Context: an optimization exercise on an open-source flow, tuned for small area and a short achievable clock period. The choices shown serve that exercise and are no tape-out recipe.
Power figures rest on the tool's default switching activity, not on a simulated workload.

== v32 ==
==> flow/design.v <==
module spi_mem_target #(
  parameter int ADDR_W    = 8,
  parameter int MEM_DEPTH = 256
) (
  input  logic clk,
  input  logic rst,
  input  logic spi_sck,
  input  logic spi_cs_n,
  input  logic spi_mosi,
  output logic spi_miso,
  output logic spi_miso_oe,
  output logic busy,
  output logic cmd_err
);
  typedef enum logic [2:0] {
    IDLE, CMD, ADDR, READ, WRITE, STATUS, IGNORE
  } state_t;
  function automatic int plane_k(input int b);
    case (b)
      7, 6:    plane_k = 3;
      5, 4:    plane_k = 4;
      default: plane_k = 5;
    endcase
  endfunction
  state_t      state;
  logic [1:0]  sck_sync, cs_sync, mosi_sync;
  logic        sck_prev, cs_prev;
  logic        sck_s, cs_s, mosi_s;
  logic        sck_rise, sck_fall, cs_rise, cs_fall;
  logic [2:0]  bit_cnt;
  logic [6:0]  rx_sr;
  logic [7:0]  rx_byte;
  logic        miso_bit;
  logic        byte_done;
  logic [7:0]  addr;
  logic [7:0]  addr_inc;
  logic        is_read;
  logic        mem_we;
  logic        wel;
  logic        wrote;
  logic [4:0]  ph;
  logic [4:0]  ph_n;
  logic        wact;
  logic        wpos;
  logic [2:0]  eq_a;
  logic        eq_i;
  logic [2:0]  rm;
  logic [4:0]  rsel7;
  logic [1:0]  tj3;
  logic        tj4;
  logic [7:0]  we;
  logic        rm7;
  logic [7:0]  txb;
  logic        tx_bit;
  logic        c_win;
  logic        cmh;
  logic        cand0, cand1;
  logic        c_win_d;
  logic        cwin_n;
  assign sck_s     = sck_sync[1];
  assign cs_s      = cs_sync[1];
  assign mosi_s    = mosi_sync[1];
  assign sck_rise  = sck_s & ~sck_prev;
  assign sck_fall  = ~sck_s & sck_prev;
  assign cs_rise   = cs_s & ~cs_prev;
  assign cs_fall   = ~cs_s & cs_prev;
  assign rx_byte   = {rx_sr, mosi_s};
  assign byte_done = sck_rise && (bit_cnt == 3'd7);
  assign mem_we    = (state == WRITE) && byte_done && !cs_rise;
  assign spi_miso  = miso_bit;
  assign addr_inc  = addr + 8'd1;
  assign ph_n      = ph + 5'd1;
  assign cwin_n    = (state == ADDR) && (bit_cnt == 3'd7);
  assign eq_a[0] = (ph_n[2:0] == addr[2:0]);
  assign eq_a[1] = eq_a[0] && (ph_n[3] == addr[3]);
  assign eq_a[2] = eq_a[1] && (ph_n[4] == addr[4]);
  assign eq_i    = (ph_n[2:0] == addr_inc[2:0]);
  always_ff @(posedge clk or posedge rst) begin
    if (rst) begin
      cs_sync <= 2'b00;
      cs_prev <= 1'b0;
    end else begin
      cs_sync <= {cs_sync[0], spi_cs_n};
      cs_prev <= cs_s;
    end
  end
  always_ff @(posedge clk) begin
    sck_sync  <= {sck_sync[0], spi_sck};
    mosi_sync <= {mosi_sync[0], spi_mosi};
    sck_prev  <= sck_s;
  end
  always_ff @(posedge clk) begin
    if (sck_rise) begin
      rx_sr   <= rx_byte[6:0];
      bit_cnt <= bit_cnt + 3'd1;
    end
    if (!cs_rise && state == IDLE && cs_fall) begin
      bit_cnt <= 3'd0;
      wrote   <= 1'b0;
    end
    if (!cs_rise && state == CMD && byte_done) begin
      is_read <= rx_byte[0];
    end
    if (!cs_rise && state == WRITE && byte_done) begin
      wrote <= 1'b1;
    end
  end
  always_ff @(posedge clk) begin
    ph <= ph_n;
    if (mem_we) begin
      wact <= 1'b1;
    end else if (wpos) begin
      wact <= 1'b0;
    end
    wpos <= wact && eq_a[2];
  end
  always_ff @(posedge clk) begin
    if (!cs_rise && state == ADDR && byte_done) begin
      addr <= rx_byte;
    end else if ((!cs_rise && state == READ && byte_done) || wpos) begin
      addr <= addr_inc;
    end
  end
  for (genvar l = 0; l < 8; l++) begin : g_we
    assign we[l] = wpos && (addr[7:5] == l);
  end
  always_ff @(posedge clk) begin
    c_win   <= cwin_n;
    c_win_d <= c_win;
    cmh     <= (ph_n[2:1] == rx_sr[1:0]);
  end
  always_ff @(posedge clk) begin
    rm    <= eq_a;
    tj3   <= ~(addr[4:3] - ph_n[4:3]);
    tj4   <= ~(addr[4] ^ ph_n[4]);
    rsel7 <= cwin_n ? {rx_sr[6:4], ~(rx_sr[3:2] - ph_n[4:3])}
                    : {addr_inc[7:5], ~(addr_inc[4:3] - ph_n[4:3])};
    rm7   <= eq_i && (bit_cnt != 3'd0);
  end
  for (genvar b = 0; b < 8; b++) begin : g_plane
    localparam int K  = plane_k(b);
    localparam int L  = 1 << K;
    localparam int NT = 32 >> K;
    logic [8*NT-1:0] taps;
    logic            tap;
    for (genvar l = 0; l < 8; l++) begin : g_loop
      logic [31:0] sr;
      always_ff @(posedge clk) begin
        sr <= {sr[30:0], we[l] ? txb[b] : sr[31]};
      end
      for (genvar j = 0; j < NT; j++) begin : g_tap
        assign taps[l*NT + j] = sr[L*j + L - 1];
      end
    end
    if (b == 7) begin : g_cap7
      assign tap = taps[rsel7];
      always_ff @(posedge clk) begin
        if (c_win && cmh && !ph[0]) cand0 <= tap;
        if (c_win && cmh && ph[0]) cand1 <= tap;
        if (mem_we) begin
          txb[7] <= rx_byte[7];
        end else if (c_win_d && !c_win) begin
          txb[7] <= addr[0] ? cand1 : cand0;
        end else if (!wact && !c_win && rm7) begin
          txb[7] <= tap;
        end
      end
    end else begin : g_capn
      if (K == 3) begin : g_t3
        assign tap = taps[{addr[7:5], tj3}];
      end else if (K == 4) begin : g_t4
        assign tap = taps[{addr[7:5], tj4}];
      end else begin : g_t5
        assign tap = taps[addr[7:5]];
      end
      always_ff @(posedge clk) begin
        if (mem_we) begin
          txb[b] <= rx_byte[b];
        end else if (!wact && rm[K-3]) begin
          txb[b] <= tap;
        end
      end
    end
  end
  always_comb begin
    tx_bit = 1'b0;
    if (state == READ) begin
      tx_bit = txb[~bit_cnt];
    end else if (state == STATUS) begin
      tx_bit = wel && (bit_cnt == 3'd6);
    end
  end
  state_t state_n;
  logic   wel_n, miso_n, err_n;
  always_comb begin
    state_n = state;
    wel_n   = wel;
    miso_n  = sck_fall ? tx_bit : miso_bit;
    err_n   = 1'b0;
    if (cs_rise) begin
      if (state == WRITE && wrote) begin
        wel_n = 1'b0;
      end
      state_n = IDLE;
      miso_n  = 1'b0;
    end else begin
      case (state)
        IDLE: begin
          if (cs_fall) begin
            state_n = CMD;
            miso_n  = 1'b0;
          end
        end
        CMD: begin
          if (byte_done) begin
            case (rx_byte)
              8'h03: state_n = ADDR;
              8'h02: state_n = wel ? ADDR : IGNORE;
              8'h05: state_n = STATUS;
              8'h06: begin
                wel_n   = 1'b1;
                state_n = IGNORE;
              end
              8'h04: begin
                wel_n   = 1'b0;
                state_n = IGNORE;
              end
              default: begin
                state_n = IGNORE;
                err_n   = 1'b1;
              end
            endcase
          end
        end
        ADDR: begin
          if (byte_done) begin
            state_n = is_read ? READ : WRITE;
          end
        end
        READ, WRITE, STATUS, IGNORE: begin
        end
        default: begin
          state_n = IDLE;
        end
      endcase
    end
  end
  always_ff @(posedge clk or posedge rst) begin
    if (rst) begin
      state       <= IDLE;
      miso_bit    <= 1'b0;
      spi_miso_oe <= 1'b0;
      busy        <= 1'b0;
      cmd_err     <= 1'b0;
      wel         <= 1'b0;
    end else begin
      state       <= state_n;
      miso_bit    <= miso_n;
      spi_miso_oe <= (state_n == READ) || (state_n == STATUS);
      busy        <= (state_n != IDLE);
      cmd_err     <= err_n;
      wel         <= wel_n;
    end
  end
endmodule
Settings: LEC_CHECK=0, CAP_MARGIN=20, CORE_MARGIN=2, CORE_UTILIZATION=70, CTS_CLUSTER_DIAMETER=120, CTS_CLUSTER_SIZE=30, PLACE_DENSITY=0.8, SETUP_SLACK_MARGIN=3.0, SLEW_MARGIN=20; clock period 5.0 ns.
run.sh (not shown) runs the stock make flow with config.mk's settings and CLKGATE_MAP_FILE= SYNTH_SCRIPT=/design/flow/synth_recipe.tcl, a recipe that flattens the netlist after the stock synthesis.
v32 | stages: all done | timing, DRC, antenna: all pass
[inputs] v57 vs v32
==> flow/flow/run.sh (new file) <==
#!/bin/bash
# The standard layout, with one change after placement: the flip-flops that
# drive the output ports are moved next to the ports' buffers (and the
# placement re-legalized and improved) before clock tree synthesis.
set -euo pipefail
bash standard.sh place > place.log 2>&1
PULL_RESULTS="$PWD/orfs/results/sky130hd/spi_mem_target/base" \
  openroad -no_init -exit flow/pull_outputs.tcl > pull_outputs.log 2>&1
bash standard.sh finish > finish.log 2>&1
==> flow/flow/pull_outputs.tcl (new file) <==
# Move the flip-flop that drives each output port next to the port's
# buffer, then legalize: the output paths are the design's critical ones
# and otherwise carry a long wire on the flip-flop's Q.
set results $::env(PULL_RESULTS)
read_db $results/3_place.odb
set block [ord::get_db_block]
set held {}
foreach port {spi_miso spi_miso_oe busy cmd_err} {
  set net [[$block findBTerm $port] getNet]
  set buf ""
  foreach it [$net getITerms] {
    if {[$it isOutputSignal]} { set buf [$it getInst] }
  }
  set innet ""
  foreach it [$buf getITerms] {
    if {[$it isInputSignal] && [$it getNet] ne "NULL"} { set innet [$it getNet] }
  }
  set ff ""
  foreach it [$innet getITerms] {
    if {[$it isOutputSignal]} { set ff [$it getInst] }
  }
  lassign [$buf getLocation] x y
  lassign [$ff getLocation] fx fy
  puts "port $port: buffer [$buf getName] at $x $y, driver [$ff getName] moved from $fx $fy"
  $ff setLocation $x $y
  $ff setPlacementStatus PLACED
  lappend held $ff $buf
}
detailed_placement
foreach inst $held { $inst setPlacementStatus FIRM }
improve_placement
optimize_mirroring
foreach inst $held { $inst setPlacementStatus PLACED }
check_placement -verbose
foreach port {spi_miso spi_miso_oe busy cmd_err} {
  set net [[$block findBTerm $port] getNet]
  foreach it [$net getITerms] {
    if {[$it isOutputSignal]} { set buf [$it getInst] }
  }
  puts "port $port buffer at [$buf getLocation]"
}
write_db $results/3_place.odb
==> flow/standard.sh (new file) <==
#!/bin/bash
# synth_recipe.tcl (not shown) runs the flow's synth.tcl, then flattens the netlist and writes it again
# the make line also repeats each setting of config.mk as NAME=value (left out here)
make -C /OpenROAD-flow-scripts/flow DESIGN_CONFIG=/design/flow/config.mk WORK_HOME=/design/flow/orfs CLKGATE_MAP_FILE= SYNTH_SCRIPT=/design/flow/synth_recipe.tcl "${@:-finish}"
diff --git a/flow/config.mk b/flow/config.mk
--- a/flow/config.mk
+++ b/flow/config.mk
@@ -11,5 +11,4 @@
 export CTS_CLUSTER_DIAMETER = 120
 export CTS_CLUSTER_SIZE = 30
-export PLACE_DENSITY = 0.8
-export SETUP_SLACK_MARGIN = 3.0
+export SETUP_SLACK_MARGIN = 2.8
 export SLEW_MARGIN = 20
removed: flow/run.sh
Findings:
Comparing v57 and v32, the lower design area is on v57. Compared with v32, v57 has extra setup slack. In the flow results for v57 and v32, the number of buffer and inverter instances along the worst setup path is larger on v32. On final total power, v57 and v32 are neck and neck. From v32 to v57 the numbers moved as follows: flip-flop and latch count ~0 delta; area fraction of clock buffers and clock inverters ~0 delta; final routed wirelength across all metal layers -13%; insertion delay of the later-clocked pin in the worst-skew pair ~0 delta; critical path depth +4. v32 reports its global routing's busiest layer as met2 while v57 reports met1.
Modified inputs, v59 compared to v57
==> flow/run.sh (new file) <==
#!/bin/bash
# synth_recipe.tcl (not shown) runs the flow's synth.tcl, then flattens the netlist and writes it again
# the make line also repeats each setting of config.mk as NAME=value (left out here)
make -C /OpenROAD-flow-scripts/flow DESIGN_CONFIG=/design/flow/config.mk WORK_HOME=/design/flow/orfs CLKGATE_MAP_FILE= SYNTH_SCRIPT=/design/flow/synth_recipe.tcl finish
diff --git a/flow/config.mk b/flow/config.mk
--- a/flow/config.mk
+++ b/flow/config.mk
@@ -11,4 +11,5 @@
 export CTS_CLUSTER_DIAMETER = 120
 export CTS_CLUSTER_SIZE = 30
+export GPL_ROUTABILITY_DRIVEN = 0
 export SETUP_SLACK_MARGIN = 2.8
 export SLEW_MARGIN = 20
removed: flow/flow/run.sh
removed: flow/flow/pull_outputs.tcl
removed: flow/standard.sh
Results
Against v57, v59 reports a sequential fraction of design power that is higher. The cell area after layout of v57 and that of v59 are within noise of each other. Count of clock-buffer cells in the layout was lower in v59 than in v57. For v59, the peak-usage layer in the global routing report was met2, unlike v57, where it was met1. Est. power | v59 vs v57 | v59 lower. v59 against v57: routed wire length went down, total routing usage reported by global routing went down.
diff inputs: v59 => v48
diff --git a/flow/config.mk b/flow/config.mk
--- a/flow/config.mk
+++ b/flow/config.mk
@@ -8,8 +8,7 @@
 export CAP_MARGIN = 20
 export CORE_MARGIN = 2
-export CORE_UTILIZATION = 70
-export CTS_CLUSTER_DIAMETER = 120
-export CTS_CLUSTER_SIZE = 30
-export GPL_ROUTABILITY_DRIVEN = 0
+export CORE_UTILIZATION = 75
+export CTS_CLUSTER_DIAMETER = 50
+export CTS_CLUSTER_SIZE = 40
 export SETUP_SLACK_MARGIN = 2.8
 export SLEW_MARGIN = 20
--- outcome ---
Seen in the log of v48: DPL-0033 during clock tree synthesis (4_1_cts), after which the run never completed. Diff v59..v48 | number of synthesized flops with an enable pin | unchanged. Initial core utilization was higher in the run labelled v48. Reported for v59 and v48, area after synthesis turned out identical to the last digit. On cell area reported after detailed placement, v59 and v48 are neck and neck. Summary of v48 over v59: height of the die fell by about 3.3%, number of cells in the design after placement fell by 2.2%, width of the die fell by 3.3%. The run showing the smaller CTS buffer count is v59.
diff inputs: v48 => v53
diff --git a/flow/config.mk b/flow/config.mk
--- a/flow/config.mk
+++ b/flow/config.mk
@@ -8,7 +8,7 @@
 export CAP_MARGIN = 20
 export CORE_MARGIN = 2
-export CORE_UTILIZATION = 75
-export CTS_CLUSTER_DIAMETER = 50
-export CTS_CLUSTER_SIZE = 40
+export CORE_UTILIZATION = 70
+export CTS_CLUSTER_DIAMETER = 120
+export CTS_CLUSTER_SIZE = 30
 export SETUP_SLACK_MARGIN = 2.8
 export SLEW_MARGIN = 20
Results
- v53 ended with every stage complete and zero timing, DRC or antenna violations.
- Summary: with v48 as the reference, count of instances resized after the clock tree is built in v53 moved down by more than a quarter.
- Between v48 and v53, the number of post-CTS setup repair buffers is higher for v48.
- The area fraction in compound gates after synthesis on v48 is in line with that on v53.
- Number of core rows in v53 is 3.3% above v48.
- TritonCTS buffer count: v53 vs v48 down 27%
- From v53 to v48, number of input and output port buffers inserted did not move at all.
- Reported for v48 and v53, net count of the mapped netlist turned out identical to the last digit.
- There was hardly any difference in xor/xnor share of the synthesized area between v53 and v48.
- Compared with v48, v53 shows chip height that has gone up by a few percent.
- Diff v48 and v53: placer's final routability congestion estimate higher in v53
- Of v53 and v48, it is v53 that has the lower worst slack at placement.
Function was not checked in any run of this note: the RTL went through the layout flow alone.

==> separate check: timing with driven ports <==
In the flow no input, the clock included, has a driving cell. The finished layouts below were timed again as built, in two steps. Step 1 (the two cells are an assumption about what drives the block):
set clk [get_ports {clk}]
set_driving_cell -lib_cell sky130_fd_sc_hd__clkbuf_16 $clk
set_driving_cell -lib_cell sky130_fd_sc_hd__buf_2 [delete_from_list [all_inputs] $clk]
Step 2, shift: input delay + t, output delay - t, t = (earliest + latest rising clock arrival at the registers) / 2. This alone moves slack from input paths to output paths. Three values: ideal ports, drivers, drivers and shift; two values: the first two.
run | shift t [ns] | setup WS [ns] | worst hold slack (ns)
v32 | 0.720 | 2.728 / 2.662 / 2.862 | 0.312 / 0.312 / 0.312
v57 | 0.712 | 2.804 / 2.743 / 2.804 | 0.319 / 0.319 / 0.319
v59 | 0.700 | 2.709 / 2.647 / 2.817 | 0.315 / 0.315 / 0.315
v53 | 0.704 | 2.727 / 2.666 / 2.808 | 0.320 / 0.320 / 0.320
After both steps every run listed still meets setup and hold.
